From an optimization exercise on the open Yosys and OpenROAD flow, aimed at small area, a short achievable clock period and few clock cycles per item; shortcuts taken in it are not production practice.
RTL that was checked went through simulation tests only; none was proved equivalent to the original.
No functional check of the RTL was part of runs 1 to 4.
Power is estimated from default activity; no workload was simulated.

`config.mk`:
```
export PLATFORM = sky130hd
export DESIGN_NAME = lookup_cache_top
export DESIGN_NICKNAME = lookup_cache_top
export VERILOG_FILES = /design/flow/design.v
export SDC_FILE = /design/flow/constraint.sdc
export NUM_CORES = 4
export LEC_CHECK = 0
export CAP_MARGIN = 20
export CORE_MARGIN = 2
export CORE_UTILIZATION = 55
export SETUP_SLACK_MARGIN = 4.7
export SLEW_MARGIN = 20
```
`constraint.sdc`:
```
create_clock -name core_clock -period 7.5 [get_ports {clk}]
set_input_delay 1.5000 -clock core_clock [delete_from_list [all_inputs] [get_ports {clk}]]
set_output_delay 1.5000 -clock core_clock [all_outputs]
set_load 0.01 [all_outputs]
```
`design.v`:
```
`default_nettype none
package lkp_pkg;
    typedef logic [2-1:0] mshr_idx_t;
    typedef struct packed {
        logic [3-1:0] order_id;
        logic                    so;
        logic [5-1:0]   reg_entry;
        logic [4-1:0]   rob_entry;
    } lkp_meta_t;
    typedef struct packed {
        logic [20-1:0] key;
        lkp_meta_t              meta;
    } lkp_req_t;
    typedef struct packed {
        logic [20-1:0] result;
        lkp_meta_t              meta;
    } lkp_rsp_t;
    typedef struct packed {
        logic [20-1:0] key;
        mshr_idx_t              idx;
    } c2a_req_t;
    typedef enum logic [1:0] {
        S_IDLE,
        S_SEARCH,
        S_RESOLVE
    } slot_state_e;
endpackage
`default_nettype wire
`timescale 1ns/100ps
`default_nettype none
module lookup_cache_top (
    input  wire                      clk,
    input  wire                      rst,
    input  wire                      req_valid_i,
    input  wire  [20+(3 + 1 + 5 + 4)-1:0] req_i,
    output logic                     req_ready_o,
    output logic                     rsp_valid_o,
    output logic [20+(3 + 1 + 5 + 4)-1:0] rsp_o,
    input  wire                      rsp_ready_i,
    output logic                     c2a_vld_o,
    output logic [20-1:0]   c2a_info_o,
    output logic [10-1:0] c2a_req_id_o,
    input  wire                      a2c_rdy_i,
    input  wire                      a2c_rsp_vld_i,
    input  wire  [10-1:0] a2c_rsp_id_i,
    input  wire  [20-1:0]   a2c_rslt_i
);
    localparam int KW = 20;
    localparam int RW = 20;
    localparam int MW = (3 + 1 + 5 + 4);
    localparam int NE = 16;
    localparam int EW = 4;
    localparam int NS = 4;
    localparam int SW = 2;
    logic          sv_q, rv_q, tv_q, ready_q;
    logic [KW-1:0] skey_q, rkey_q, tkey_q;
    logic [MW-1:0] smeta_q, rmeta_q, tmeta_q;
    logic [EW-1:0] tidx_q;           
    logic [3:0]    thv4_q, thp4_q;   
    logic [NE-1:0] kv_q;             
    logic [NE-1:0] cv_q;             
    logic [KW-1:0] key_q  [NE];
    logic [RW-1:0] rslt_q [NE];
    logic [EW-1:0] ptr_q;            
    logic [NE-1:0] ptr_oh_q;         
    logic [NS-1:0] busy_q;
    logic [NS-1:0] rdy_q;            
    logic [EW-1:0] ent_q  [NS];
    logic [MW-1:0] meta_q [NS];
    logic          qv_q;
    logic [SW-1:0] qslot_q;
    logic [EW-1:0] qent_q;
    logic          cvld_q;
    logic [KW-1:0] ckey_q;
    logic [SW-1:0] cid_q;
    logic          ov_q;
    logic [RW-1:0] ores_q;
    logic [MW-1:0] ometa_q;
    logic [NE-1:0] a_dec;
    logic [NS-1:0] a_sel;
    logic [NS-1:0] a_wake;           
    logic          a_tidx;           
    logic [NE-1:0] ent_dec [NS];
    always_comb begin
        for (int j = 0; j < NS; j++) begin
            a_sel[j] = a2c_rsp_vld_i && (a2c_rsp_id_i[SW-1:0] == SW'(j));
            for (int e = 0; e < NE; e++) begin
                ent_dec[j][e] = (ent_q[j] == EW'(e));
            end
        end
        a_dec = '0;
        for (int j = 0; j < NS; j++) begin
            if (a_sel[j]) a_dec = a_dec | ent_dec[j];
        end
        a_tidx = 1'b0;
        for (int s = 0; s < NS; s++) begin
            a_wake[s] = 1'b0;
            for (int j = 0; j < NS; j++) begin
                if (a_sel[j] && ent_q[j] == ent_q[s]) a_wake[s] = 1'b1;
            end
            if (a_sel[s] && ent_q[s] == tidx_q) a_tidx = 1'b1;
        end
    end
    logic [SW-1:0] fsel;
    logic          any_free;
    always_comb begin
        fsel = '0;
        for (int s = NS - 1; s >= 0; s--) begin
            if (!busy_q[s]) fsel = SW'(s);
        end
    end
    assign any_free = |(~busy_q);
    logic lk_ptr;
    always_comb begin
        lk_ptr = 1'b0;
        for (int s = 0; s < NS; s++) begin
            if (busy_q[s] && ent_q[s] == ptr_q) lk_ptr = 1'b1;
        end
    end
    logic o_free, c_free, thv, thp, t_miss;
    assign o_free = !ov_q || rsp_ready_i;
    assign c_free = !cvld_q || a2c_rdy_i;
    assign thv    = |thv4_q;
    assign thp    = |thp4_q;
    assign t_miss = !thv && !thp;
    logic s_fire;        
    logic h_fire;        
    logic p_fire;        
    logic a_fire;        
    logic skip;          
    logic t_free, r_free;
    assign s_fire = qv_q && o_free;
    assign h_fire = tv_q && thv && !qv_q && o_free;
    assign p_fire = tv_q && !t_miss && !h_fire && any_free;
    assign a_fire = tv_q && t_miss && any_free && c_free && !lk_ptr;
    assign skip   = tv_q && t_miss && lk_ptr;
    logic t_hit_wait, t_miss_go;
    assign t_hit_wait = tv_q && thv && !qv_q;
    assign t_miss_go  = tv_q && t_miss && any_free && !lk_ptr;
    assign t_free = !tv_q || (t_hit_wait && !ov_q) || (tv_q && !t_miss && any_free)
                 || (t_miss_go && !cvld_q)
                 || (t_hit_wait && rsp_ready_i) || (t_miss_go && a2c_rdy_i);
    assign r_free = !rv_q || t_free;
    assign req_ready_o = ready_q;
    logic          fwd_on, fwd_eq;
    logic [NE-1:0] m1, m1_v;
    logic [EW-1:0] m1_idx;
    assign fwd_on = tv_q && t_miss;
    assign fwd_eq = (tkey_q == rkey_q);
    always_comb begin
        m1_idx = '0;
        for (int e = 0; e < NE; e++) begin
            if (fwd_on && ptr_oh_q[e]) begin
                m1[e]   = fwd_eq;
                m1_v[e] = 1'b0;
            end else begin
                m1[e]   = kv_q[e] && (key_q[e] == rkey_q);
                m1_v[e] = m1[e] && cv_q[e];
            end
            if (m1[e]) m1_idx = m1_idx | EW'(e);
        end
    end
    logic [NS-1:0] cand;
    logic [SW-1:0] pick;
    always_comb begin
        pick = '0;
        for (int s = 0; s < NS; s++) begin
            cand[s] = busy_q[s] && rdy_q[s] && !(qv_q && qslot_q == SW'(s));
        end
        for (int s = NS - 1; s >= 0; s--) begin
            if (cand[s]) pick = SW'(s);
        end
    end
    always_ff @(posedge clk or posedge rst) begin
        if (rst) begin
            sv_q     <= 1'b0;
            ready_q  <= 1'b1;
            rv_q     <= 1'b0;
            tv_q     <= 1'b0;
            kv_q     <= '0;
            cv_q     <= '0;
            ptr_q    <= '0;
            ptr_oh_q <= NE'(1);
            busy_q   <= '0;
            rdy_q    <= '0;
            qv_q     <= 1'b0;
            cvld_q   <= 1'b0;
            ov_q     <= 1'b0;
        end else begin
            if (r_free) begin
                rv_q    <= sv_q || req_valid_i;
                sv_q    <= 1'b0;
                ready_q <= 1'b1;
            end else if (req_valid_i && !sv_q) begin
                sv_q    <= 1'b1;
                ready_q <= 1'b0;
            end
            if (t_free) begin
                tv_q <= rv_q;
            end
            cv_q <= cv_q | a_dec;
            if (t_miss_go) begin
                kv_q <= a_fire ? (kv_q | ptr_oh_q) : (kv_q & ~ptr_oh_q);
                cv_q <= (cv_q | a_dec) & ~ptr_oh_q;
            end
            if (a_fire || skip) begin
                ptr_q    <= ptr_q + 1'b1;
                ptr_oh_q <= {ptr_oh_q[NE-2:0], ptr_oh_q[NE-1]};
            end
            for (int s = 0; s < NS; s++) begin
                if (busy_q[s] && a_wake[s]) rdy_q[s] <= 1'b1;
            end
            if (s_fire) begin
                busy_q[qslot_q] <= 1'b0;
            end
            if (p_fire || a_fire) begin
                busy_q[fsel] <= 1'b1;
                rdy_q[fsel]  <= p_fire && (cv_q[tidx_q] || a_tidx);
            end
            if (!qv_q || s_fire) begin
                qv_q <= |cand;
            end
            if (a_fire) begin
                cvld_q <= 1'b1;
            end else if (a2c_rdy_i) begin
                cvld_q <= 1'b0;
            end
            if (s_fire || h_fire) begin
                ov_q <= 1'b1;
            end else if (rsp_ready_i) begin
                ov_q <= 1'b0;
            end
        end
    end
    logic [EW-1:0] oent;
    logic [RW-1:0] omux;
    always_comb begin
        omux = '0;
        oent = qv_q ? qent_q : tidx_q;
        for (int e = 0; e < NE; e++) begin
            if (oent == EW'(e)) omux = omux | rslt_q[e];
        end
    end
    always_ff @(posedge clk) begin
        if (!sv_q) begin
            skey_q  <= req_i[KW+MW-1:MW];
            smeta_q <= req_i[MW-1:0];
        end
        if (r_free) begin
            rkey_q  <= sv_q ? skey_q  : req_i[KW+MW-1:MW];
            rmeta_q <= sv_q ? smeta_q : req_i[MW-1:0];
        end
        if (t_free) begin
            tkey_q  <= rkey_q;
            tmeta_q <= rmeta_q;
            tidx_q  <= m1_idx;
            for (int g = 0; g < 4; g++) begin
                thv4_q[g] <= |m1_v[4*g +: 4];
                thp4_q[g] <= |(m1[4*g +: 4] & ~m1_v[4*g +: 4]);
            end
        end
        for (int e = 0; e < NE; e++) begin
            if (a_dec[e]) rslt_q[e] <= a2c_rslt_i;
            if (t_miss_go && ptr_oh_q[e]) key_q[e] <= tkey_q;
        end
        if (any_free) begin
            ent_q[fsel]  <= t_miss ? ptr_q : tidx_q;
            meta_q[fsel] <= tmeta_q;
        end
        if (!qv_q || s_fire) begin
            qslot_q <= pick;
            qent_q  <= ent_q[pick];
        end
        if (c_free) begin
            ckey_q <= tkey_q;
            cid_q  <= fsel;
        end
        if (o_free) begin
            ores_q  <= omux;
            ometa_q <= qv_q ? meta_q[qslot_q] : tmeta_q;
        end
    end
    assign rsp_valid_o  = ov_q;
    assign rsp_o        = {ores_q, ometa_q};
    assign c2a_vld_o    = cvld_q;
    assign c2a_info_o   = ckey_q;
    assign c2a_req_id_o = {{(10 - SW){1'b0}}, cid_q};
endmodule
`default_nettype wire
```
`flow/run.sh`:
```
#!/bin/bash
# The standard layout, with plain buffers (buf_2) on the ports in place
# of the delay buffers buffer_ports picks by default, and clock tree
# synthesis without dummy loads. Everything else is the standard flow.
# The tool output goes to standard_flow.log here.
set -euo pipefail
export BUFFER_PORTS_ARGS="-buffer_cell sky130_fd_sc_hd__buf_2"
export CTS_ARGS="-sink_clustering_enable -repair_clock_nets -dont_use_dummy_load -sink_clustering_size 26 -sink_clustering_max_diameter 70 -buf_list sky130_fd_sc_hd__clkbuf_16"
bash standard.sh > standard_flow.log 2>&1
```
`standard.sh`:
```
#!/bin/bash
# synth_recipe.tcl (not shown) runs the flow's synth.tcl, then flattens the netlist and writes it again
# the make line also repeats each setting of config.mk as NAME=value (left out here)
make -C /OpenROAD-flow-scripts/flow DESIGN_CONFIG=/design/flow/config.mk WORK_HOME=/design/flow/orfs CLKGATE_MAP_FILE= SYNTH_SCRIPT=/design/flow/synth_recipe.tcl "${@:-finish}"
```
==> metrics.log, run 1 <==
INFO  metric cts.sink_count = between 900 and 1,000
INFO  metric numPortBuffers = between 100 and 150
INFO  metric critical_path_arrival = 3190 ps
INFO  metric crit_path_frequent_cell = buf_12
INFO  metric core_area = 0.0686 mm^2
INFO  metric global_route.usage.total = just under 30%
INFO  metric global_route.usage.met3 = slightly above 4%
INFO  metric finClkSkew = between 60 and 70 ps
INFO  metric regToRegStartpoint = rkey_q[14]
INFO  metric postSynthCellCount = 2,293
INFO  metric die_height = about 270 um
INFO  metric pre_cts_slack = about 3400 ps
INFO  metric holdCritPathClass = flop to flop
INFO  metric hold_viol_final = 0
INFO  metric post-synth-top-count-cell = edfxtp_1
INFO  metric layout-drive-gt1-share = a little under a quarter
INFO  metric grt_first_pass_wirelength = 147,000 um
INFO  metric setup_slack_of_the_worst_register_to_register_path = ~4800 ps
INFO  metric syn_area_per_cell = approximately 17 um^2
INFO  metric worst_skew_pair.late_latency = about 630 ps
INFO  metric timing_worst_slew_pin_value = between 900 and 1000 ps
INFO  metric startpoint = a2c_rsp_id_i[1]
INFO  metric cts_made_buffers = 48
INFO  metric p_int = between 10 and 15 mW
INFO  metric crit_chain = buf_12 -> or3b_4 -> or3_4 -> o32a_1 -> o211ai_1 -> buf_4 -> buf_12 -> buf_12 -> buf_16
INFO  metric vias_in_the_first_global_route = roughly 22,000
INFO  metric slowest_delay = between 400 and 500 ps
INFO  metric remaining_drc_errors = 0
INFO  metric total_leakage_power = between 10 and 15 nW
INFO  metric crit_end = rslt_q[3][19]
INFO  metric number_of_antenna_violations_at_the_first_check_in_global_routing = 3
INFO  metric finalSetupTns = 0 ps
INFO  metric power_density_over_the_cells = 368 mW/mm^2
INFO  metric drt_iter0_markers = about 2,200
INFO  metric worst_path_max_fanout = 8
INFO  metric count_of_flip_flops_with_a_built_in_enable_after_synthesis = 847
INFO  metric final_max_slew_viol_count = 0
INFO  metric synth_warnings = 4
INFO  metric cp_data_required_time = just under 8000 ps
INFO  metric yosys_register_bits = between 900 and 1,000
INFO  metric grt_start_max_net_pins = 68
INFO  metric synthDominantAreaCellType = edfxtp_1
INFO  metric routed_via_density = 6.26
INFO  metric synth_top_cells_by_area = edfxtp_1 67%, xnor2_1 6.0%, dfrtp_1 4.3%, xor2_1 3.2%, mux2_2 2.4%
INFO  metric crit_path_start_kind = input pin
INFO  metric htree_levels = 2
INFO  metric drt_pre_antenna_iters = 5
INFO  metric num_rows = 96
INFO  metric fillerInstances = between 4,000 and 5,000
INFO  metric ys.flop_type = edfxtp_1
INFO  metric cts_tree = built
INFO  metric p_comb_share = about 36%
INFO  metric io-pin-count = ~140
INFO  metric route.final.wire_length = between 100,000 and 150,000 um
INFO  metric synth_async_sr_flop_share = around 7%
INFO  metric setup.worst_path.end_class = flop
INFO  metric max_freq = 0.345 GHz
INFO  metric grt_setup_unrepaired = yes
INFO  metric avgRoutedWirePerCell = between 20 and 30 um
INFO  metric syn-cell-area = around 0.038 mm^2
INFO  metric synth.top_cells.by_count = 847 x edfxtp_1, 261 x xnor2_1, 138 x xor2_1, 84 x nand4_1, 82 x mux2_2
INFO  metric critical_path_class = input pin to flop
INFO  metric clockBufferDepth = 3
INFO  metric seq_power_share = a little under half
INFO  metric grt_util_met1 = about 40%
INFO  metric slew_headroom = about a third
INFO  metric power_switching = between 5 and 6 mW
INFO  metric critical-path-slowest-cell = or3b_4
INFO  metric design.die.area = 0.0713 mm^2
INFO  metric layout_setup_ws = ~4600 ps
INFO  metric post_synth_num_cell_types = about 70
INFO  metric path_clk_slew = around 90 ps
INFO  metric seq_area_frac_synth = approximately three quarters
INFO  metric routed-via-count = 21,663
INFO  metric drv_cap = 0
INFO  metric die_w = approximately 270 um
INFO  metric use_met2 = between 40% and 50%
INFO  metric clock_power_share = 16.8%
INFO  metric hold_ws = just over 400 ps
INFO  metric finalSetupViolations = 0
INFO  metric final.period_utilization = around two fifths
INFO  metric cts_root_buf = clkbuf_16
INFO  metric r2r.worst_path.cells = 8
INFO  metric run_status = finished clean
INFO  metric gr-max-usage-layer = met2
INFO  metric area_growth_syn_to_layout = 13.9%
INFO  metric ir_worst_vdd = between 0.3 and 0.4 mV
INFO  metric worst_r2r_endpoint = thp4_q[0]
INFO  metric synth.top_cell.area_share = 66.9%
INFO  metric finalWorstPathRequiredPeriod = between 2000 and 3000 ps
INFO  metric grt-ovfl-total = 0
INFO  metric place_congestion = between 0.8 and 0.9
INFO  metric ant_nets = 0
INFO  metric switching_share = roughly a third
INFO  metric initial_utilization = a little under three fifths
INFO  metric finish.net_count = 2,609
INFO  metric hpwl = 54,300 um
[cells by family (layout without fill, tap and decap cells)]
logic type               Yosys count  in the layout  share of synthesized area, %
AO/OA/AOI/OAI                    292            304                          6.29
other                              1              9                       0.00986
flip-flops                       949            949                          73.1
XOR/XNOR                         399            399                          9.19
multiplexers                     115            115                          3.93
AND/OR/NAND/NOR                  356            359                          5.18
buffers and inverters            174            390                          2.04
adder cells (fa/ha/maj)            7              7                         0.230
[registers in the layout, summed over array words and instances (netlist names), 20 cells and up, named ones only]
register	flops
ckey_q	20
key_q	320
meta_q	52
ores_q	20
rkey_q	20
rslt_q	320
skey_q	20
tkey_q	20
[worst max-delay path: cells and delay by family]
kind | cells | cell delay (ps)
AND/OR/NAND/NOR | 2 | 790
buffers and inverters | 5 | 630
AO/OA/AOI/OAI | 2 | 250
[per-stage QoR]
stage                     instance area [um^2]  utilization [%]  power [mW]  std cells
after floorplan                          38400                -        10.8       2300
after global placement                   40100             58.4        12.7       3280
after detailed placement                 40200             58.5        12.8       3283
after CTS                                42800             62.4        15.8       3427
after global routing                     43300             63.2        16.6       3463
final                                    43300             63.2        16.0       3463
[worst min-delay path by stage]
stage                     slack, ps         from  cells past startpoint           to
final                           410   rmeta_q[6]                      0   tmeta_q[6]
after global routing            430   rmeta_q[1]                      0   tmeta_q[1]
after CTS                       420   rmeta_q[6]                      0   tmeta_q[6]
after detailed placement        400  rmeta_q[11]                      0  tmeta_q[11]
after global placement          400  rmeta_q[10]                      0  tmeta_q[10]
after floorplan                 400   rmeta_q[0]                      0   tmeta_q[0]
[metal layers]
layer | up-vias | wire length (um)
li1 | 9341 | -
met1 | 11304 | 41800
met2 | 840 | 51400
met3 | 176 | 7020
met4 | 2 | 3330
met5 | - | 12
[power by group through the flow]
stage                     Combinational, mW  Clock, mW  Sequential (mW)
after floorplan                        3.03          0             7.74
after global placement                 4.81          0             7.85
after detailed placement               4.89          0             7.89
after CTS                              5.49       2.74             7.61
after global routing                   6.02       2.90             7.69
final                                  5.68       2.69             7.60
[what timing repair did]
item                                   4_1_cts  5_1_grt
pin swaps                                   23       10
endpoints found under the hold margin        0        0
setup endpoints to repair                  808      577
gates cloned                                26       13
setup buffers                               70       22
resized for setup                           93       55
hold buffers                                 0        0
[cells in the final DEF, fill, tap and decap left out, types with 17 or more instances in the layout]
cell type / count
clkinvlp_4: 35
o21a_1: 18
a221oi_1: 80
nand4_1: 84
mux2_2: 82
a22o_1: 81
clkbuf_16: 49
buf_12: 23
edfxtp_1: 847
buf_4: 123
nand3_1: 28
nand2_1: 50
and3_1: 17
nor4_1: 35
xor2_1: 138
xnor2_1: 261
buf_2: 113
inv_1: 20
dfxtp_1: 35
nor2_1: 28
o221ai_4: 21
dfrtp_1: 64
[area by class of cell]
type,count,area [um^2],area share (%)
Timing Repair Buffer,282,2320,5.36
Antenna cell,1,2.50,0.00577
Inverter,39,210,0.485
Sequential cell,949,27800,64.2
Multi-Input combinational cell,1192,10500,24.1
Timing Repair inverter,21,150,0.346
Clock buffer,48,1200,2.77
Tap cell,931,1160,2.69
==> run 2: changes to the inputs <==
--- a/design.v
+++ b/design.v
@@ -132,5 +132,5 @@
     assign s_fire = qv_q && o_free;
-    assign h_fire = tv_q && thv && !qv_q && o_free;
+    assign h_fire = tv_q && thv && !qv_q && o_free && any_free;
     assign p_fire = tv_q && !t_miss && !h_fire && any_free;
-    assign a_fire = tv_q && t_miss && any_free && c_free && !lk_ptr;
+    assign a_fire = tv_q && t_miss && any_free && !cvld_q && !lk_ptr;
     assign skip   = tv_q && t_miss && lk_ptr;
@@ -139,5 +139,4 @@
     assign t_miss_go  = tv_q && t_miss && any_free && !lk_ptr;
-    assign t_free = !tv_q || (t_hit_wait && !ov_q) || (tv_q && !t_miss && any_free)
-                 || (t_miss_go && !cvld_q)
-                 || (t_hit_wait && rsp_ready_i) || (t_miss_go && a2c_rdy_i);
+    assign t_free = !tv_q || (tv_q && !t_miss && any_free)
+                 || (t_miss_go && !cvld_q);
     assign r_free = !rv_q || t_free;
--- a/config.mk
+++ b/config.mk
@@ -10,3 +10,3 @@
 export CORE_UTILIZATION = 55
-export SETUP_SLACK_MARGIN = 4.7
+export SETUP_SLACK_MARGIN = 4.8
 export SLEW_MARGIN = 20
==> metrics.log, run 2 <==
INFO  metric seq_power_share = 46.4% (was 47.6%)
INFO  metric die_w = 269 um (was 267 um)
INFO  metric synth_adder_area_share = 0.227% (was 0.230%)
INFO  metric numPortBuffers = 118 (unchanged)
INFO  metric slowest_delay = 470 ps (was 430 ps)
INFO  metric p_comb_share = 37.2% (was 35.6%)
INFO  metric synth_top_family_by_area = XOR/XNOR gates (unchanged)
INFO  metric synthMuxAreaShare = 3.68% (was 3.93%)
INFO  metric met3RoutedLength = 5770 um (was 7020 um)
INFO  metric htree_levels = 2 (unchanged)
INFO  metric cp_data_required_time = 6000 ps (was 7790 ps)
INFO  metric largestRegisters = key_q: 320 flops, rslt_q: 320 flops, meta_q: 52 flops (unchanged)
INFO  metric synth.top_cell.area_share = 66.0% (was 66.9%)
INFO  metric total_leakage_power = 15.3 nW (was 14.1 nW)
INFO  metric cts_tree = built (unchanged)
INFO  metric worst_r2r_endpoint = tidx_q[1] (was thp4_q[0])
INFO  metric synth_top_cells_by_area = edfxtp_1 66%, xor2_1 6.3%, dfrtp_1 4.2%, xnor2_1 2.8%, dfxtp_1 1.8% (was edfxtp_1 67%, xnor2_1 6.0%, dfrtp_1 4.3%, xor2_1 3.2%, mux2_2 2.4%)
INFO  metric initial_utilization = 55.3% (was 55.5%)
INFO  metric synth_warnings = 4 (unchanged)
INFO  metric finalWorstPathRequiredPeriod = 2800 ps (was 2890 ps)
INFO  metric timing_worst_slew_pin_value = 1060 ps (was 990 ps)
INFO  metric worst_path_max_fanout = 1 (was 8)
INFO  metric final.period_utilization = 37.3% (was 38.6%)
INFO  metric ys.flop_type = edfxtp_1 (unchanged)
INFO  metric synth_async_sr_flop_share = 7.06% (unchanged)
INFO  metric synth_xor_area_share = 9.07% (was 9.19%)
INFO  metric syn_area_per_cell = 16.1 um^2 (was 16.6 um^2)
INFO  metric power_density_over_the_cells = 373 mW/mm^2 (was 368 mW/mm^2)
INFO  metric critPathTopFamily = flip-flops (was simple AND/OR/NAND/NOR gates)
INFO  metric crit_path_start_kind = flop (was input pin)
INFO  metric drt_pre_antenna_iters = 5 (unchanged)
INFO  metric run_status = finished clean (unchanged)
INFO  metric grt_start_max_net_pins = 68 (unchanged)
INFO  metric crit_chain = buf_2 (was buf_12 -> or3b_4 -> or3_4 -> o32a_1 -> o211ai_1 -> buf_4 -> buf_12 -> buf_12 -> buf_16)
INFO  metric num_rows = 97 (was 96)
INFO  metric post_dp_cell_area = 0.0403 mm^2 (was 0.0402 mm^2)
INFO  metric totalPowerFinal = 16.5 mW (was 16.0 mW)
INFO  metric vias_in_the_first_global_route = 21,495 (was 21,512)
INFO  metric synthSimpleGateAreaFrac = 6.07% (was 5.18%)
INFO  metric clock_power_share = 16.4% (was 16.8%)
INFO  metric cts_made_buffers = 48 (unchanged)
INFO  metric ant_nets = 0 (unchanged)
INFO  metric die_height = 269 um (was 267 um)
INFO  metric worst_skew_pair.late_latency = 650 ps (was 630 ps)
INFO  metric route.layer.met1.wl = 41,400 um (was 41,800 um)
INFO  metric grt-ovfl-total = 0 (unchanged)
INFO  metric post_synthesis_compound_gate_area_fraction = 6.39% (was 6.29%)
INFO  metric avgRoutedWirePerCell = 28.5 um (was 29.9 um)
INFO  metric number_of_antenna_violations_at_the_first_check_in_global_routing = 1 (was 3)
INFO  metric critical_path_arrival = 1300 ps (was 3190 ps)
INFO  metric post_synth_num_cell_types = 69 (was 71)
INFO  metric finish.net_count = 2,743 (was 2,609)
INFO  metric finalSetupTns = 0 ps (unchanged)
INFO  metric yosys_register_bits = 949 (unchanged)
INFO  metric finish.instance_area = 0.0441 mm^2 (was 0.0433 mm^2)
INFO  metric seq_area_frac_synth = 72.2% (was 73.1%)
INFO  metric met2RoutedLength = 51,700 um (was 51,400 um)
INFO  metric hold_start = rmeta_q[1] (was rmeta_q[6])
INFO  metric hpwl = 55,000 um (was 54,300 um)
INFO  metric synthDominantAreaCellType = edfxtp_1 (unchanged)
INFO  metric cts_root_buf = clkbuf_16 (unchanged)
INFO  metric place_congestion = 0.858 (was 0.852)
INFO  metric io-pin-count = 135 (unchanged)
INFO  metric setup.worst_path.end_class = output pin (was flop)
INFO  metric max_freq = 0.357 GHz (was 0.345 GHz)
INFO  metric critical-path-slowest-cell = edfxtp_1 (was or3b_4)
INFO  metric syn-cell-area = 0.0385 mm^2 (was 0.0380 mm^2)
INFO  metric holdCritPathClass = flop to flop (unchanged)
INFO  metric finClkSkew = 81.3 ps (was 63.7 ps)
INFO  metric setup_slack_of_the_worst_register_to_register_path = 4850 ps (was 4840 ps)
INFO  metric remaining_drc_errors = 0 (unchanged)
INFO  metric power_switching = 5.84 mW (was 5.62 mW)
INFO  metric fillerInstances = 5,126 (was 4,955)
INFO  metric worst_hold_path.endpoint = tmeta_q[1] (was tmeta_q[6])
INFO  metric routed_via_density = 6.16 (was 6.26)
INFO  metric critical_path_class = flop to output pin (was input pin to flop)
INFO  metric route.final.wire_length = 103,000 um (was 104,000 um)
INFO  metric ir_worst_vdd = 0.290 mV (was 0.321 mV)
INFO  metric post-synth-top-count-cell = edfxtp_1 (unchanged)
INFO  metric drt_iter0_markers = 1,887 (was 2,173)
INFO  metric post-route-util = 63.3% (was 63.2%)
INFO  metric global_route.usage.total = 28.4% (was 28.8%)
INFO  metric layout-drive-gt1-share = 22.8% (was 23.2%)
INFO  metric finalSetupViolations = 0 (unchanged)
INFO  metric area_growth_syn_to_layout = 14.5% (was 13.9%)
INFO  metric design.die.area = 0.0722 mm^2 (was 0.0713 mm^2)
INFO  metric switching_share = 35.5% (was 35.2%)
INFO  metric clockBufferDepth = 3 (unchanged)
INFO  metric top_layer = met4 (was met5)
INFO  metric grt_first_pass_wirelength = 147,000 um (about the same)
INFO  metric multi_input_gate_area_in_the_final_layout = 0.0107 mm^2 (was 0.0105 mm^2)
INFO  metric slew_headroom = 29.5% (was 33.9%)
INFO  metric cts.sink_count = 949 (unchanged)
INFO  metric regToRegStartpoint = thp4_q[0] (was rkey_q[14])
INFO  metric routed-via-count = 22,214 (was 21,663)
INFO  metric synth.top_cells.by_count = 847 x edfxtp_1, 277 x xor2_1, 122 x xnor2_1, 95 x nand2_1, 83 x a22oi_1 (was 847 x edfxtp_1, 261 x xnor2_1, 138 x xor2_1, 84 x nand4_1, 82 x mux2_2)
INFO  metric core_area = 0.0697 mm^2 (was 0.0686 mm^2)
INFO  metric final_max_slew_viol_count = 0 (unchanged)
INFO  metric crit_buf_inv = 1 (was 5)
INFO  metric p_int = 10.6 mW (was 10.3 mW)
INFO  metric leading_cell_types_in_the_layout_fill_and_taps_excluded = 847 x edfxtp_1, 277 x xor2_1, 170 x buf_4, 122 x xnor2_1, 112 x buf_2 (was 847 x edfxtp_1, 261 x xnor2_1, 138 x xor2_1, 123 x buf_4, 113 x buf_2)
INFO  metric min_delay_path_depth = 0 (unchanged)
INFO  metric layout_commonest_cell = edfxtp_1 (unchanged)
INFO  metric grt_setup_unrepaired = yes (unchanged)
INFO  metric register_area = 0.0278 mm^2 (about the same)
INFO  metric path_clk_slew = 100 ps (was 90 ps)
INFO  metric count_of_flip_flops_with_a_built_in_enable_after_synthesis = 847 (unchanged)
INFO  metric drv_cap = 0 (unchanged)
INFO  metric hold_viol_final = 0 (unchanged)
INFO  metric postSynthCellCount = 2,387 (was 2,293)
INFO  metric r2r.worst_path.cells = 7 (was 8)
==> run 2: cells by family after synthesis <==
family | count (synthesis)
adder cells (fa/ha/maj) | 7
multiplexers | 108
XOR/XNOR | 399
buffers and inverters | 184
AO/OA/AOI/OAI | 311
AND/OR/NAND/NOR | 428
flip-flops | 949
other | 1
==> run 2: per-layer routing <==
| metal | global-route usage [%] | vias up |
|---|---|---|
| li1 | - | 9684 |
| met2 | 49.0 | 824 |
| met5 | 0 | - |
| met1 | 37.3 | 11507 |
| met3 | 3.18 | 199 |
| met4 | 10.7 | 0 |
==> run 2: worst max path at each step <==
stage | slack (ps) | cells past startpoint | start | endpoint
floorplan | 4160 | 4 | a2c_rsp_vld_i | rslt_q[0][0]
global placement | 3570 | 3 | rsp_ready_i | ores_q[10]
detailed placement | 3570 | 3 | rsp_ready_i | ores_q[18]
CTS | 4640 | 7 | a2c_rsp_id_i[0] | cv_q[4]
global route | 4660 | 1 | ores_q[7] | rsp_o[20]
finish | 4700 | 1 | ores_q[7] | rsp_o[20]
==> run 2: power groups by stage <==
stage / clock, mW / combinational [mW] / sequential (mW)
global placement: 0 / 5.09 / 7.85
detailed placement: 0 / 5.15 / 7.89
floorplan: 0 / 3.23 / 7.77
CTS: 2.74 / 5.61 / 7.68
finish: 2.70 / 6.13 / 7.64
global route: 2.91 / 6.49 / 7.72
==> run 2: through the flow <==
| step | std cells | setup WS, ps | hold slack [ps] |
|---|---|---|---|
| 2_1_floorplan | 2394 | 4160 | 400 |
| 3_3_place_gp | 3382 | 3570 | 405 |
| 5_1_grt | 3606 | 4660 | 417 |
| 6_report | 3606 | 4700 | 414 |
| 3_5_place_dp | 3382 | 3570 | 405 |
| 4_1_cts | 3518 | 4640 | 419 |
==> run 2: repair_timing <==
item | 4_1_cts | 5_1_grt
pin swaps | 21 | 11
endpoints found under the setup margin | 806 | 656
buffers inserted | 70 | 84
resized for setup | 100 | 76
cloned | 18 | 3
hold buffers | 0 | 0
==> run 2: cell type report <==
| type | count | share of cell area (%) |
|---|---|---|
| well taps | 940 | 2.67 |
| clock buffers | 48 | 2.72 |
| repair inverters | 7 | 0.119 |
| multi-input cells | 1274 | 24.3 |
| diodes | 1 | 0.00568 |
| repair buffers | 345 | 6.67 |
| flip-flops and latches | 949 | 63.1 |
| inverters | 42 | 0.426 |
==> run 3: changes to the inputs <==
--- a/design.v
+++ b/design.v
@@ -78,2 +78,3 @@
     logic [MW-1:0] ometa_q;
+    logic [EW-1:0] a_ent;
     logic [NE-1:0] a_dec;
@@ -82,13 +83,9 @@
     logic          a_tidx;           
-    logic [NE-1:0] ent_dec [NS];
-    always_comb begin
+    assign a_ent = ent_q[a2c_rsp_id_i[SW-1:0]];
+    always_comb begin
+        for (int e = 0; e < NE; e++) begin
+            a_dec[e] = a2c_rsp_vld_i && (a_ent == EW'(e));
+        end
         for (int j = 0; j < NS; j++) begin
             a_sel[j] = a2c_rsp_vld_i && (a2c_rsp_id_i[SW-1:0] == SW'(j));
-            for (int e = 0; e < NE; e++) begin
-                ent_dec[j][e] = (ent_q[j] == EW'(e));
-            end
-        end
-        a_dec = '0;
-        for (int j = 0; j < NS; j++) begin
-            if (a_sel[j]) a_dec = a_dec | ent_dec[j];
         end
==> metrics.log, run 3 <==
INFO  metric run_status = finished clean (unchanged)
INFO  metric place_congestion = 0.849 (was 0.858)
INFO  metric ys.flop_type = edfxtp_1 (unchanged)
INFO  metric clockBufferDepth = 3 (unchanged)
INFO  metric die_w = 267 um (was 269 um)
INFO  metric power_density_over_the_cells = 364 mW/mm^2 (was 373 mW/mm^2)
INFO  metric antenna-diode-count = 0 (was 1)
INFO  metric totalPowerFinal = 15.8 mW (was 16.5 mW)
INFO  metric ant_nets = 0 (unchanged)
INFO  metric route.final.wire_length = 101,000 um (was 103,000 um)
INFO  metric syn_area_per_cell = 16.4 um^2 (was 16.1 um^2)
INFO  metric post-route-util = 63.3% (about the same)
INFO  metric grt_setup_unrepaired = yes (unchanged)
INFO  metric cts_tree = built (unchanged)
INFO  metric remaining_drc_errors = 0 (unchanged)
INFO  metric drt_pre_antenna_iters = 5 (unchanged)
INFO  metric layout-drive-gt1-share = 23.0% (was 22.8%)
INFO  metric finalWorstPathRequiredPeriod = 2810 ps (was 2800 ps)
INFO  metric finClkSkew = 68.9 ps (was 81.3 ps)
INFO  metric synth_async_sr_flop_share = 7.06% (unchanged)
INFO  metric vias_in_the_first_global_route = 20,995 (was 21,495)
INFO  metric synthDominantAreaCellType = edfxtp_1 (unchanged)
INFO  metric grt_start_max_net_pins = 68 (unchanged)
INFO  metric finalSetupTns = 0 ps (unchanged)
INFO  metric routed-via-count = 21,426 (was 22,214)
INFO  metric finish.net_count = 2,676 (was 2,743)
INFO  metric design.die.area = 0.0715 mm^2 (was 0.0722 mm^2)
INFO  metric path_clk_slew = 80 ps (was 100 ps)
INFO  metric initial_utilization = 55.6% (was 55.3%)
INFO  metric critical_path_arrival = 3060 ps (was 1300 ps)
INFO  metric syn-cell-area = 0.0381 mm^2 (was 0.0385 mm^2)
INFO  metric synth.top_cells.by_count = 847 x edfxtp_1, 355 x xor2_1, 87 x nor4_1, 83 x a22oi_1, 81 x nor2_1 (was 847 x edfxtp_1, 277 x xor2_1, 122 x xnor2_1, 95 x nand2_1, 83 x a22oi_1)
INFO  metric drv_cap = 0 (unchanged)
INFO  metric num_rows = 96 (was 97)
INFO  metric finalSetupViolations = 0 (unchanged)
INFO  metric htree_levels = 2 (unchanged)
INFO  metric seq_area_frac_synth = 72.9% (was 72.2%)
INFO  metric timing_worst_slew_pin_value = 1010 ps (was 1060 ps)
INFO  metric area_growth_syn_to_layout = 13.9% (was 14.5%)
INFO  metric synth.top_cell.area_share = 66.7% (was 66.0%)
INFO  metric post-synth-top-count-cell = edfxtp_1 (unchanged)
INFO  metric grt_first_pass_wirelength = 140,000 um (was 147,000 um)
INFO  metric final.period_utilization = 37.5% (was 37.3%)
INFO  metric final_max_slew_viol_count = 0 (unchanged)
INFO  metric layout_commonest_cell = edfxtp_1 (unchanged)
INFO  metric global_route.usage.total = 27.2% (was 28.4%)
INFO  metric slew_headroom = 32.5% (was 29.5%)
INFO  metric count_of_flip_flops_with_a_built_in_enable_after_synthesis = 847 (unchanged)
INFO  metric synth_top_cells_by_area = edfxtp_1 67%, xor2_1 8.2%, dfrtp_1 4.3%, mux2_2 1.9%, dfxtp_1 1.8% (was edfxtp_1 66%, xor2_1 6.3%, dfrtp_1 4.2%, xnor2_1 2.8%, dfxtp_1 1.8%)
INFO  metric setup.worst_path.end_class = flop (was output pin)
INFO  metric die_height = 267 um (was 269 um)
INFO  metric post_synth_num_cell_types = 63 (was 69)
INFO  metric post_dp_cell_area = 0.0399 mm^2 (was 0.0403 mm^2)
INFO  metric synth_warnings = 3 (was 4)
INFO  metric number_of_antenna_violations_at_the_first_check_in_global_routing = 1 (unchanged)
INFO  metric max_freq = 0.356 GHz (was 0.357 GHz)
INFO  metric leading_cell_types_in_the_layout_fill_and_taps_excluded = 847 x edfxtp_1, 355 x xor2_1, 140 x buf_4, 117 x buf_2, 83 x a22oi_1 (was 847 x edfxtp_1, 277 x xor2_1, 170 x buf_4, 122 x xnor2_1, 112 x buf_2)
INFO  metric total_leakage_power = 15.4 nW (was 15.3 nW)
INFO  metric largestRegisters = key_q: 320 flops, rslt_q: 320 flops, meta_q: 52 flops (unchanged)
INFO  metric numPortBuffers = 118 (unchanged)
INFO  metric hold_viol_final = 0 (unchanged)
INFO  metric yosys_register_bits = 949 (unchanged)
INFO  metric avgRoutedWirePerCell = 28.7 um (was 28.5 um)
INFO  metric routed_via_density = 6.07 (was 6.16)
INFO  metric postSynthCellCount = 2,330 (was 2,387)
INFO  metric drt_iter0_markers = 2,142 (was 1,887)
INFO  metric io-pin-count = 135 (unchanged)
INFO  metric holdCritPathClass = flop to flop (unchanged)
INFO  metric crit_path_start_kind = flop (unchanged)
INFO  metric cp_data_required_time = 7750 ps (was 6000 ps)
INFO  metric core_area = 0.0686 mm^2 (was 0.0697 mm^2)
INFO  metric finish.instance_area = 0.0434 mm^2 (was 0.0441 mm^2)
INFO  metric cts_made_buffers = 49 (was 48)
INFO  metric ir_worst_vdd = 0.297 mV (was 0.290 mV)
INFO  metric grt-ovfl-total = 0 (unchanged)
INFO  metric critical_path_class = flop to flop (was flop to output pin)
INFO  metric cts.sink_count = 949 (unchanged)
INFO  metric worst_skew_pair.late_latency = 640 ps (was 650 ps)
INFO  metric hpwl = 53,400 um (was 55,000 um)
INFO  metric worst_path_max_fanout = 35 (was 1)
INFO  metric cts_root_buf = clkbuf_16 (unchanged)
==> run 3: cell types whose count changed after synthesis, sizes merged, moves of 11 or more <==
cell    before  now
nor2        52   81
xnor2      122   44
mux2i       25   44
nand3       43   31
xor2       277  355
o22ai       15    2
nand4       40   27
a211oi       6   17
nor4        71   87
a21oi       29    9
buf         97   82
nand2       95   80
==> run 3: stage by stage <==
step	hold WS [ps]	cells	worst slack, ps
after floorplan	400	2337	4160
after global placement	404	3314	3570
after detailed placement	405	3314	3480
after CTS	428	3467	4590
after global routing	432	3527	4690
final	427	3527	4690
==> run 3: cell families (layout without fill, tap and decap cells) <==
| logic type | after synthesis | in the layout | synth area share (%) |
|---|---|---|---|
| other cells | 1 | 8 | 0.00983 |
| flops | 949 | 949 | 72.9 |
| simple gates | 423 | 455 | 5.84 |
| compound gates | 242 | 242 | 5.12 |
| xor+xnor | 399 | 399 | 9.16 |
| buf+inv | 176 | 403 | 2.23 |
| fa+ha+maj | 9 | 9 | 0.295 |
| mux | 131 | 131 | 4.41 |
==> run 3: metal layers <==
metal	track usage, %	vias to the layer above	routed length (um)
li1	-	9356	-
met1	35.6	11154	40500
met2	48.6	764	52000
met3	2.89	152	5880
met4	7.47	0	2790
met5	0	-	0
==> run 3: path summary, 6_finish.rpt <==
check                                start           to  slack, ps  depth (start not counted)
worst max-delay path             thp4_q[1]  key_q[3][1]       4690                          5
worst min-delay path            rmeta_q[0]   tmeta_q[0]        430                          0
worst max register to register   thp4_q[1]  key_q[3][1]       4690                          5
worst min register to register  rmeta_q[0]   tmeta_q[0]        430                          0
max in group asynchronous              rst         qv_q       5650                          3
min in group asynchronous              rst    async pin       1170                          3
==> run 3: power breakdown <==
group / leakage, nW / switching [mW] / total (mW) / internal, mW
clock: 0.604 / 1.57 / 2.73 / 1.16
sequential: 8.98 / 0.527 / 7.66 / 7.13
combinational: 5.77 / 3.45 / 5.41 / 1.95
total: 15.4 / 5.55 / 15.8 / 10.3
==> run 3: worst max-delay path: stages, from the launching register on <==
cell and delay (ps):
edfxtp_1 380, or4_1 630, or2_2 390, nor2_1 220, buf_12 250, and3_2 530
==> run 3: cell type report <==
cell class	instances	area, um^2
Timing Repair inverter	1	7.51
Timing Repair Buffer	312	2590
Clock buffer	49	1230
Tap cell	931	1160
Inverter	41	161
Sequential cell	949	27800
Multi-Input combinational cell	1244	10400
Fill cell	4967	25200
==> run 3: what timing repair did <==
| item | 4_1_cts | 5_1_grt |
|---|---|---|
| pin swaps | 37 | 25 |
| setup buffers | 86 | 42 |
| setup endpoints to repair | 786 | 439 |
| resized for setup | 70 | 70 |
| gates cloned | 18 | 18 |
| hold buffers | 0 | 0 |
==> run 4: changes to the inputs <==
--- a/design.v
+++ b/design.v
@@ -72,2 +72,5 @@
     logic [EW-1:0] qent_q;
+    logic          av_q;
+    logic [EW-1:0] aent_q;           
+    logic [RW-1:0] ard_q;
     logic          cvld_q;
@@ -78,23 +81,13 @@
     logic [MW-1:0] ometa_q;
-    logic [EW-1:0] a_ent;
     logic [NE-1:0] a_dec;
-    logic [NS-1:0] a_sel;
     logic [NS-1:0] a_wake;           
     logic          a_tidx;           
-    assign a_ent = ent_q[a2c_rsp_id_i[SW-1:0]];
-    always_comb begin
-        for (int e = 0; e < NE; e++) begin
-            a_dec[e] = a2c_rsp_vld_i && (a_ent == EW'(e));
-        end
-        for (int j = 0; j < NS; j++) begin
-            a_sel[j] = a2c_rsp_vld_i && (a2c_rsp_id_i[SW-1:0] == SW'(j));
-        end
-        a_tidx = 1'b0;
+    always_comb begin
+        for (int e = 0; e < NE; e++) begin
+            a_dec[e] = av_q && (aent_q == EW'(e));
+        end
         for (int s = 0; s < NS; s++) begin
-            a_wake[s] = 1'b0;
-            for (int j = 0; j < NS; j++) begin
-                if (a_sel[j] && ent_q[j] == ent_q[s]) a_wake[s] = 1'b1;
-            end
-            if (a_sel[s] && ent_q[s] == tidx_q) a_tidx = 1'b1;
-        end
+            a_wake[s] = av_q && (ent_q[s] == aent_q);
+        end
+        a_tidx = av_q && (aent_q == tidx_q);
     end
@@ -129,5 +122,5 @@
     assign s_fire = qv_q && o_free;
-    assign h_fire = tv_q && thv && !qv_q && o_free && any_free;
+    assign h_fire = tv_q && thv && !qv_q && o_free;
     assign p_fire = tv_q && !t_miss && !h_fire && any_free;
-    assign a_fire = tv_q && t_miss && any_free && !cvld_q && !lk_ptr;
+    assign a_fire = tv_q && t_miss && any_free && c_free && !lk_ptr;
     assign skip   = tv_q && t_miss && lk_ptr;
@@ -136,4 +129,5 @@
     assign t_miss_go  = tv_q && t_miss && any_free && !lk_ptr;
-    assign t_free = !tv_q || (tv_q && !t_miss && any_free)
-                 || (t_miss_go && !cvld_q);
+    assign t_free = !tv_q || (t_hit_wait && !ov_q) || (tv_q && !t_miss && any_free)
+                 || (t_miss_go && !cvld_q)
+                 || (t_hit_wait && rsp_ready_i) || (t_miss_go && a2c_rdy_i);
     assign r_free = !rv_q || t_free;
@@ -184,3 +178,5 @@
             ov_q     <= 1'b0;
+            av_q     <= 1'b0;
         end else begin
+            av_q <= a2c_rsp_vld_i;
             if (r_free) begin
@@ -197,4 +193,4 @@
             cv_q <= cv_q | a_dec;
-            if (t_miss_go) begin
-                kv_q <= a_fire ? (kv_q | ptr_oh_q) : (kv_q & ~ptr_oh_q);
+            if (a_fire) begin
+                kv_q <= kv_q | ptr_oh_q;
                 cv_q <= (cv_q | a_dec) & ~ptr_oh_q;
@@ -257,5 +253,7 @@
         end
-        for (int e = 0; e < NE; e++) begin
-            if (a_dec[e]) rslt_q[e] <= a2c_rslt_i;
-            if (t_miss_go && ptr_oh_q[e]) key_q[e] <= tkey_q;
+        ard_q  <= a2c_rslt_i;
+        aent_q <= ent_q[a2c_rsp_id_i[SW-1:0]];
+        for (int e = 0; e < NE; e++) begin
+            if (a_dec[e]) rslt_q[e] <= ard_q;
+            if (a_fire && ptr_oh_q[e]) key_q[e] <= tkey_q;
         end
==> metrics.log, run 4 <==
INFO  metric power_density_over_the_cells = 426 mW/mm^2 (was 364 mW/mm^2)
INFO  metric p_int = 11.8 mW (was 10.3 mW)
INFO  metric final.period_utilization = 37.0% (was 37.5%)
INFO  metric pre_cts_slack = 3450 ps (was 3480 ps)
INFO  metric yosys_register_bits = 974 (was 949)
INFO  metric seq_area_frac_synth = 74.0% (was 72.9%)
INFO  metric cts_tree = built (unchanged)
INFO  metric remaining_drc_errors = 0 (unchanged)
INFO  metric worst_skew_pair.late_latency = 640 ps (about the same)
INFO  metric post-route-util = 64.1% (was 63.3%)
INFO  metric drv_cap = 0 (unchanged)
INFO  metric finish.instance_area = 0.0440 mm^2 (was 0.0434 mm^2)
INFO  metric area_growth_syn_to_layout = 15.0% (was 13.9%)
INFO  metric startpoint = rkey_q[12] (was thp4_q[1])
INFO  metric cts_root_buf = clkbuf_16 (unchanged)
INFO  metric finalSetupTns = 0 ps (unchanged)
INFO  metric switching_share = 37.0% (was 35.1%)
INFO  metric grt_setup_unrepaired = yes (unchanged)
INFO  metric final_cells = 3,522 (was 3,527)
INFO  metric crit_path_start_kind = flop (unchanged)
INFO  metric crit_buf_inv = 3 (was 1)
INFO  metric post-synth-top-count-cell = edfxtp_1 (unchanged)
INFO  metric die_height = 268 um (was 267 um)
INFO  metric crit_end = thp4_q[3] (was key_q[3][1])
INFO  metric hpwl = 53,500 um (was 53,400 um)
INFO  metric synth_warnings = 3 (unchanged)
INFO  metric final_max_slew_viol_count = 0 (unchanged)
INFO  metric postSynthCellCount = 2,260 (was 2,330)
INFO  metric number_of_antenna_violations_at_the_first_check_in_global_routing = 0 (was 1)
INFO  metric initial_utilization = 55.7% (was 55.6%)
INFO  metric leading_cell_types_in_the_layout_fill_and_taps_excluded = 847 x edfxtp_1, 338 x xor2_1, 211 x buf_4, 116 x buf_2, 83 x a22o_1 (was 847 x edfxtp_1, 355 x xor2_1, 140 x buf_4, 117 x buf_2, 83 x a22oi_1)
INFO  metric die_w = 268 um (was 267 um)
INFO  metric regToRegStartpoint = rkey_q[12] (was thp4_q[1])
INFO  metric grt_start_max_net_pins = 69 (was 68)
INFO  metric p_comb_share = 40.9% (was 34.2%)
INFO  metric cp_data_required_time = 7870 ps (was 7750 ps)
INFO  metric finalWorstPathRequiredPeriod = 2770 ps (was 2810 ps)
INFO  metric critPathTopFamily = simple AND/OR/NAND/NOR gates (unchanged)
INFO  metric critical-path-slowest-cell = a211oi_2 (was or4_1)
INFO  metric timing.critical_path.depth = 9 (was 5)
INFO  metric worst_path_max_fanout = 14 (was 35)
INFO  metric critical_path_class = flop to flop (unchanged)
INFO  metric finish.net_count = 2,670 (was 2,676)
INFO  metric total_leakage_power = 15.5 nW (was 15.4 nW)
INFO  metric critical_path_arrival = 3140 ps (was 3060 ps)
INFO  metric multi_input_gate_area_in_the_final_layout = 0.0101 mm^2 (was 0.0104 mm^2)
INFO  metric io-pin-count = 135 (unchanged)
INFO  metric synth.top_cell.area_share = 66.4% (was 66.7%)
INFO  metric max_freq = 0.361 GHz (was 0.356 GHz)
INFO  metric synth_async_sr_flop_share = 6.98% (was 7.06%)
INFO  metric r2r.worst_path.cells = 9 (was 5)
INFO  metric post_dp_cell_area = 0.0403 mm^2 (was 0.0399 mm^2)
INFO  metric path_clk_slew = 100 ps (was 80 ps)
INFO  metric crit_path_frequent_cell = buf_4
INFO  metric clockBufferDepth = 3 (unchanged)
INFO  metric slew_headroom = 28.2% (was 32.5%)
INFO  metric worst_r2r_endpoint = thp4_q[3] (was key_q[3][1])
INFO  metric power_switching = 6.93 mW (was 5.55 mW)
INFO  metric cts_made_buffers = 50 (was 49)
INFO  metric timing_worst_slew_pin_value = 1080 ps (was 1010 ps)
INFO  metric dpl.cell_count = 3,274 (was 3,314)
INFO  metric numPortBuffers = 118 (unchanged)
INFO  metric layout-drive-gt1-share = 25.2% (was 23.0%)
INFO  metric crit_chain = buf_12 -> buf_4 -> buf_4 -> xor2_1 -> nor4_1 -> nand3_1 -> a211oi_2 -> mux2i_1 -> nand4_1 (was or4_1 -> or2_2 -> nor2_1 -> buf_12 -> and3_2)
INFO  metric drt_iter0_markers = 1,904 (was 2,142)
INFO  metric ys.flop_type = edfxtp_1 (unchanged)
INFO  metric finalSetupViolations = 0 (unchanged)
INFO  metric setup_slack_of_the_worst_register_to_register_path = 4730 ps (was 4690 ps)
INFO  metric slowest_delay = 530 ps (was 630 ps)
INFO  metric seq_power_share = 44.3% (was 48.5%)
INFO  metric post_synth_num_cell_types = 71 (was 63)
INFO  metric cts_hold_repair.buffers = 0 (unchanged)
INFO  metric syn-cell-area = 0.0383 mm^2 (was 0.0381 mm^2)
INFO  metric synth.top_cells.by_count = 847 x edfxtp_1, 340 x xor2_1, 83 x a22o_1, 81 x a221o_1, 77 x nor4_1 (was 847 x edfxtp_1, 355 x xor2_1, 87 x nor4_1, 83 x a22oi_1, 81 x nor2_1)
INFO  metric num_rows = 96 (unchanged)
INFO  metric vias_in_the_first_global_route = 21,057 (was 20,995)
INFO  metric layout_commonest_cell = edfxtp_1 (unchanged)
INFO  metric route.final.wire_length = 97,700 um (was 101,000 um)
INFO  metric largestRegisters = key_q: 320 flops, rslt_q: 320 flops, meta_q: 52 flops (unchanged)
INFO  metric setup.worst_path.end_class = flop (unchanged)
INFO  metric synthDominantAreaCellType = edfxtp_1 (unchanged)
INFO  metric holdCritPathClass = flop to flop (unchanged)
INFO  metric routed-via-count = 21,056 (was 21,426)
INFO  metric antenna-diode-count = 0 (unchanged)
INFO  metric place_congestion = 0.833 (was 0.849)
INFO  metric cts.sink_count = 974 (was 949)
INFO  metric global_route.usage.total = 27.1% (was 27.2%)
INFO  metric routed_via_density = 5.98 (was 6.07)
INFO  metric htree_levels = 2 (unchanged)
INFO  metric hold_viol_final = 0 (unchanged)
INFO  metric layout_setup_ws = 4730 ps (was 4690 ps)
INFO  metric design.die.area = 0.0717 mm^2 (was 0.0715 mm^2)
INFO  metric register_area = 0.0283 mm^2 (was 0.0278 mm^2)
INFO  metric finClkSkew = 70.4 ps (was 68.9 ps)
INFO  metric clock_power_share = 14.8% (was 17.3%)
INFO  metric run_status = finished clean (unchanged)
INFO  metric hold_ws = 406 ps (was 427 ps)
INFO  metric grt-ovfl-total = 0 (unchanged)
INFO  metric syn_area_per_cell = 16.9 um^2 (was 16.4 um^2)
INFO  metric synth_top_cells_by_area = edfxtp_1 66%, xor2_1 7.8%, dfrtp_1 4.3%, dfxtp_1 3.1%, a221o_1 2.1% (was edfxtp_1 67%, xor2_1 8.2%, dfrtp_1 4.3%, mux2_2 1.9%, dfxtp_1 1.8%)
INFO  metric core_area = 0.0687 mm^2 (was 0.0686 mm^2)
INFO  metric totalPowerFinal = 18.7 mW (was 15.8 mW)
INFO  metric avgRoutedWirePerCell = 27.8 um (was 28.7 um)
INFO  metric count_of_flip_flops_with_a_built_in_enable_after_synthesis = 847 (unchanged)
INFO  metric drt_pre_antenna_iters = 6 (was 5)
INFO  metric grt_first_pass_wirelength = 141,000 um (was 140,000 um)
INFO  metric fillerInstances = 4,944 (was 4,967)
INFO  metric ir_worst_vdd = 0.278 mV (was 0.297 mV)
INFO  metric ant_nets = 0 (unchanged)
-- run 4: cell count changes after synthesis, moves of 13 or more --
| cell | change |
|---|---|
| xor2_1 | -15 |
| a22oi_1 | -76 |
| nand2_1 | -44 |
| dfxtp_1 | +24 |
| a221o_1 | +40 |
| nor3_1 | +13 |
| mux2i_1 | -21 |
| a22o_1 | +37 |
-- run 4: logic make-up (layout without fill, tap and decap cells) --
kind of cell    Yosys count  in the layout  synth area share [%]
flops                   974            974                  74.0
buf+inv                 168            473                  2.17
simple gates            371            390                  5.33
fa+ha+maj                 8              8                 0.262
compound gates          261            261                  6.12
xor+xnor                376            376                  8.60
mux                     101            101                  3.52
other cells               1              8               0.00980
-- run 4: per-layer routing --
layer,up-vias,share of wire (%),global-route usage (%)
met5,-,0,0
met4,0,2.2,7.05
met2,652,52,47.8
met1,10965,41,36.4
li1,9309,-,-
met3,130,5.1,2.86
-- run 4: cell type report --
class                      instances  area share [%]
clock buffer                      50            2.84
inverter                          47           0.426
timing repair buffer             376            6.89
tap                              931            2.65
sequential                       974            64.3
multi-input combinational       1144            22.9
-- run 4: timing repair --
item,in CTS,in global routing
resized for setup,88,53
cloned,17,5
endpoints found under the setup margin,501,276
pin swaps,42,18
buffers inserted,76,100
-- run 4: worst register-to-register path: stages (launching register included) --
cell and delay [ps]:
edfxtp_1 430, buf_12 180, buf_4 190, buf_4 140, xor2_1 150, nor4_1 410, nand3_1 150, a211oi_2 540
mux2i_1 250, nand4_1 110
-- run 4: power groups by stage --
stage	Combinational, mW	Sequential, mW	Clock (mW)
floorplan	3.51	8.25	0
global placement	5.91	8.41	0
detailed placement	6.04	8.45	0
CTS	7.04	8.28	2.83
global route	8.11	8.42	3.02
finish	7.66	8.30	2.78
-- run 4: worst min-delay path by stage --
stage                 from     endpoint  slack [ps]  depth (start not counted)
6_report        rmeta_q[1]   tmeta_q[1]         410                          0
5_1_grt         rmeta_q[1]   tmeta_q[1]         420                          0
4_1_cts         rmeta_q[1]   tmeta_q[1]         410                          0
3_5_place_dp   rmeta_q[10]  tmeta_q[10]         400                          0
3_3_place_gp    rmeta_q[6]   tmeta_q[6]         400                          0
2_1_floorplan   rmeta_q[0]   tmeta_q[0]         400                          0
==> run 5: changes to the inputs <==
--- a/design.v
+++ b/design.v
@@ -193,4 +193,4 @@
             cv_q <= cv_q | a_dec;
-            if (a_fire) begin
-                kv_q <= kv_q | ptr_oh_q;
+            if (t_miss_go) begin
+                kv_q <= a_fire ? (kv_q | ptr_oh_q) : (kv_q & ~ptr_oh_q);
                 cv_q <= (cv_q | a_dec) & ~ptr_oh_q;
@@ -257,3 +257,3 @@
             if (a_dec[e]) rslt_q[e] <= ard_q;
-            if (a_fire && ptr_oh_q[e]) key_q[e] <= tkey_q;
+            if (t_miss_go && ptr_oh_q[e]) key_q[e] <= tkey_q;
         end
--- a/config.mk
+++ b/config.mk
@@ -10,3 +10,3 @@
 export CORE_UTILIZATION = 55
-export SETUP_SLACK_MARGIN = 4.8
+export SETUP_SLACK_MARGIN = 4.6
 export SLEW_MARGIN = 20
==> metrics.log, run 5 <==
INFO  metric run_status = finished clean (unchanged)
INFO  metric synth.top_cells.by_count = 847 x edfxtp_1, 342 x xor2_1, 88 x a22oi_1, 82 x nor4_1, 78 x mux2_2 (was 847 x edfxtp_1, 340 x xor2_1, 83 x a22o_1, 81 x a221o_1, 77 x nor4_1)
INFO  metric final_max_slew_viol_count = 0 (unchanged)
INFO  metric core_area = 0.0686 mm^2 (was 0.0687 mm^2)
INFO  metric final.period_utilization = 38.1% (was 37.0%)
INFO  metric grt_start_max_net_pins = 46 (was 69)
INFO  metric setup.worst_path.end_class = flop (unchanged)
INFO  metric avgRoutedWirePerCell = 27.8 um (about the same)
INFO  metric cts_tree = built (unchanged)
INFO  metric grt-ovfl-total = 0 (unchanged)
INFO  metric finalWorstPathRequiredPeriod = 2860 ps (was 2770 ps)
INFO  metric ant_nets = 0 (unchanged)
INFO  metric finish.net_count = 2,522 (was 2,670)
INFO  metric post_dp_cell_area = 0.0401 mm^2 (was 0.0403 mm^2)
INFO  metric routed-via-count = 20,204 (was 21,056)
INFO  metric cp_data_required_time = 7850 ps (was 7870 ps)
INFO  metric synth_async_sr_flop_share = 6.98% (unchanged)
INFO  metric synth_xor_area_share = 8.49% (was 8.60%)
INFO  metric layout-drive-gt1-share = 18.5% (was 25.2%)
INFO  metric number_of_antenna_violations_at_the_first_check_in_global_routing = 2 (was 0)
INFO  metric power_density_over_the_cells = 414 mW/mm^2 (was 426 mW/mm^2)
INFO  metric die_w = 267 um (was 268 um)
INFO  metric synth_top_family_by_area = XOR/XNOR gates (unchanged)
INFO  metric finClkSkew = 65.9 ps (was 70.4 ps)
INFO  metric drt_iter0_markers = 1,781 (was 1,904)
INFO  metric htree_levels = 2 (unchanged)
INFO  metric design.die.area = 0.0715 mm^2 (was 0.0717 mm^2)
INFO  metric crit_path_frequent_cell = nand4_1 (was buf_4)
INFO  metric leading_cell_types_in_the_layout_fill_and_taps_excluded = 847 x edfxtp_1, 342 x xor2_1, 118 x buf_2, 100 x buf_4, 88 x a22oi_1 (was 847 x edfxtp_1, 338 x xor2_1, 211 x buf_4, 116 x buf_2, 83 x a22o_1)
INFO  metric num_rows = 96 (unchanged)
INFO  metric drt_pre_antenna_iters = 5 (was 6)
INFO  metric crit_chain = buf_4 -> xor2_1 -> nor4_1 -> nand4_1 -> a211oi_1 -> mux2i_1 -> nand4_1 (was buf_12 -> buf_4 -> buf_4 -> xor2_1 -> nor4_1 -> nand3_1 -> a211oi_2 -> mux2i_1 -> nand4_1)
INFO  metric route.final.wire_length = 93,700 um (was 97,700 um)
INFO  metric vias_in_the_first_global_route = 20,254 (was 21,057)
INFO  metric holdCritPathClass = flop to flop (unchanged)
INFO  metric critical_path_class = flop to flop (unchanged)
INFO  metric finalSetupTns = 0 ps (unchanged)
INFO  metric remaining_drc_errors = 0 (unchanged)
INFO  metric synth_adder_area_share = 0.262% (about the same)
INFO  metric syn_area_per_cell = 16.7 um^2 (was 16.9 um^2)
INFO  metric io-pin-count = 135 (unchanged)
INFO  metric hpwl = 54,400 um (was 53,500 um)
INFO  metric worst_path_max_fanout = 18 (was 14)
INFO  metric cts_hold_repair.buffers = 0 (unchanged)
INFO  metric count_of_flip_flops_with_a_built_in_enable_after_synthesis = 847 (unchanged)
INFO  metric ys.flop_type = edfxtp_1 (unchanged)
INFO  metric total_leakage_power = 14.5 nW (was 15.5 nW)
INFO  metric syn-cell-area = 0.0381 mm^2 (was 0.0383 mm^2)
INFO  metric synthSimpleGateAreaFrac = 5.39% (was 5.33%)
INFO  metric path_clk_slew = 100 ps (about the same)
INFO  metric die_height = 267 um (was 268 um)
INFO  metric synth_warnings = 3 (unchanged)
INFO  metric finish.instance_area = 0.0416 mm^2 (was 0.0440 mm^2)
INFO  metric synthMuxAreaShare = 4.33% (was 3.52%)
INFO  metric post_synthesis_compound_gate_area_fraction = 5.24% (was 6.12%)
INFO  metric synth.top_cell.area_share = 66.7% (was 66.4%)
INFO  metric slowest_delay = 720 ps (was 530 ps)
INFO  metric ir_worst_vdd = 0.266 mV (was 0.278 mV)
INFO  metric grt_setup_unrepaired = yes (unchanged)
INFO  metric postSynthCellCount = 2,283 (was 2,260)
INFO  metric place_congestion = 0.872 (was 0.833)
INFO  metric synthDominantAreaCellType = edfxtp_1 (unchanged)
INFO  metric clockBufferDepth = 3 (unchanged)
INFO  metric finalSetupViolations = 0 (unchanged)
INFO  metric worst_skew_pair.late_latency = 640 ps (about the same)
INFO  metric critical_path_arrival = 3210 ps (was 3140 ps)
INFO  metric cts_made_buffers = 49 (was 50)
INFO  metric grt_first_pass_wirelength = 136,000 um (was 141,000 um)
INFO  metric post-route-util = 60.7% (was 64.1%)
INFO  metric drv_cap = 0 (unchanged)
INFO  metric crit_path_start_kind = flop (unchanged)
INFO  metric hold_viol_final = 0 (unchanged)
INFO  metric initial_utilization = 55.6% (was 55.7%)
INFO  metric seq_area_frac_synth = 74.2% (was 74.0%)
INFO  metric yosys_register_bits = 974 (unchanged)
INFO  metric cts_root_buf = clkbuf_16 (unchanged)
INFO  metric area_growth_syn_to_layout = 9.18% (was 15.0%)
INFO  metric largestRegisters = key_q: 320 flops, rslt_q: 320 flops, meta_q: 52 flops (unchanged)
INFO  metric max_freq = 0.350 GHz (was 0.361 GHz)
INFO  metric global_route.usage.total = 26.5% (was 27.1%)
INFO  metric critical-path-slowest-cell = a211oi_1 (was a211oi_2)
INFO  metric post-synth-top-count-cell = edfxtp_1 (unchanged)
INFO  metric timing_worst_slew_pin_value = 1100 ps (was 1080 ps)
INFO  metric cts.sink_count = 974 (unchanged)
INFO  metric post_synth_num_cell_types = 65 (was 71)
INFO  metric synth_top_cells_by_area = edfxtp_1 67%, xor2_1 7.9%, dfrtp_1 4.3%, dfxtp_1 3.1%, mux2_2 2.3% (was edfxtp_1 66%, xor2_1 7.8%, dfrtp_1 4.3%, dfxtp_1 3.1%, a221o_1 2.1%)
INFO  metric numPortBuffers = 118 (unchanged)
INFO  metric routed_via_density = 5.99 (was 5.98)
INFO  metric layout_commonest_cell = edfxtp_1 (unchanged)
INFO  metric slew_headroom = 26.3% (was 28.2%)
==> run 5: changes by cell type after synthesis, sizes merged, moves of 14 or more <==
cell	delta
a22oi	+81
or2	-17
mux2	+20
nand2	+34
and3	+14
a221o	-41
a22o	-41
==> run 5: final timing paths <==
| path | from | to | slack [ps] | depth (start not counted) |
|---|---|---|---|---|
| min reg2reg | rmeta_q[2] | tmeta_q[2] | 390 | 0 |
| max | rkey_q[12] | thp4_q[1] | 4640 | 7 |
| min | rmeta_q[2] | tmeta_q[2] | 390 | 0 |
| max reg2reg | rkey_q[12] | thp4_q[1] | 4640 | 7 |
| min in group asynchronous | rst | ov_q | 990 | 2 |
| max in group asynchronous | rst | async pin | 5480 | 3 |
==> run 5: cells by family after synthesis <==
family                     after synthesis
AOI/OAI and AO/OA                      246
and+or+nand+nor                        389
buffers and inverters                  166
other                                    1
muxes                                  129
DFF                                    974
adders and majority gates                8
xor gates and xnor gates               370
==> run 5: stage by stage <==
| step | setup WS [ps] | std cells | total power, mW | hold WS, ps |
|---|---|---|---|---|
| finish | 4640 | 3375 | 17.3 | 385 |
| global placement | 3580 | 3302 | 14.4 | 401 |
| detailed placement | 3580 | 3302 | 14.5 | 405 |
| global route | 4560 | 3375 | 18.1 | 386 |
| floorplan | 4340 | 2290 | 12.2 | 400 |
| CTS | 4610 | 3370 | 17.4 | 384 |
==> run 5: layer usage <==
layer | global-route usage, % | vias up | wire [um]
li1 | - | 8972 | -
met1 | 34.4 | 10545 | 38400
met2 | 47.0 | 534 | 48100
met3 | 3.50 | 151 | 4420
met4 | 7.61 | 2 | 2690
met5 | 0 | - | 13
==> run 5: where the power goes <==
group          switching (mW)  total [mW]  internal [mW]  leakage, nW
Sequential              0.761        8.72           7.96         9.16
Clock                    1.58        2.74           1.17        0.604
Combinational            3.81        5.79           1.99         4.72
Total                    6.14        17.3           11.1         14.5
==> run 5: worst max-delay path: cells and delay by family (launching register included) <==
family,cells,cell delay [ps]
and+or+nand+nor,3,680
DFF,1,340
muxes,1,280
buffers and inverters,1,430
xor gates and xnor gates,1,130
AOI/OAI and AO/OA,1,720
==> run 5: final cells by class <==
class	count	area, um^2
diodes	1	2.50
clock buffers	49	1230
fillers	5105	26900
inverters	48	188
multi-input cells	1150	9360
flip-flops and latches	974	28300
well taps	931	1160
repair buffers	219	1360
repair inverters	3	22.5
==> run 5: what timing repair did <==
| item | 4_1_cts | 5_1_grt |
|---|---|---|
| cloned | 3 | 0 |
| resized for setup | 49 | 4 |
| endpoints found under the setup margin | 477 | 18 |
| pin swaps | 2 | 0 |
| buffers inserted | 16 | 4 |
Testbench counts of run 5, summed over its fixed seeds: cycles 8,451, items 8,000.

## static timing again, ports no longer ideal
In the flow no input, the clock included, has a driving cell. The finished layouts below were timed again as built, in two steps. Step 1: set_driving_cell puts a clkbuf_16 on clk and a buf_2 on each other input, an assumption about the parent block. Step 2 adds t to the input delays and takes it off the output delays; t is the mean of the earliest and latest rising clock arrival at the registers after step 1. Input paths then give back, and output paths get back, about the clock's delay inside the block. Three values: ideal, step 1, step 2; two values: the first two.
| run | t, ns | setup slack, ns | worst setup path after step 2 | worst data-port slew with drivers (ns) |
|---|---|---|---|---|
| run 1 | 0.666 | 4.605 / 4.612 / 3.946 | input to register | 0.11 |
| run 2 | 0.675 | 4.699 / 4.635 / 4.056 | input to register | 0.13 |
| run 3 | 0.673 | 4.691 / 4.671 / 4.062 | input to register | 0.11 |
| run 4 | 0.673 | 4.727 / 4.671 / 4.189 | input to register | 0.06 |
| run 5 | 0.673 | 4.643 / 4.643 / 4.296 | input to register | 0.12 |
After both steps every run listed still meets setup and hold. For run 1, which loses most, drivers alone change the setup slack by +0.007 ns; drivers and shift together by -0.659 ns.
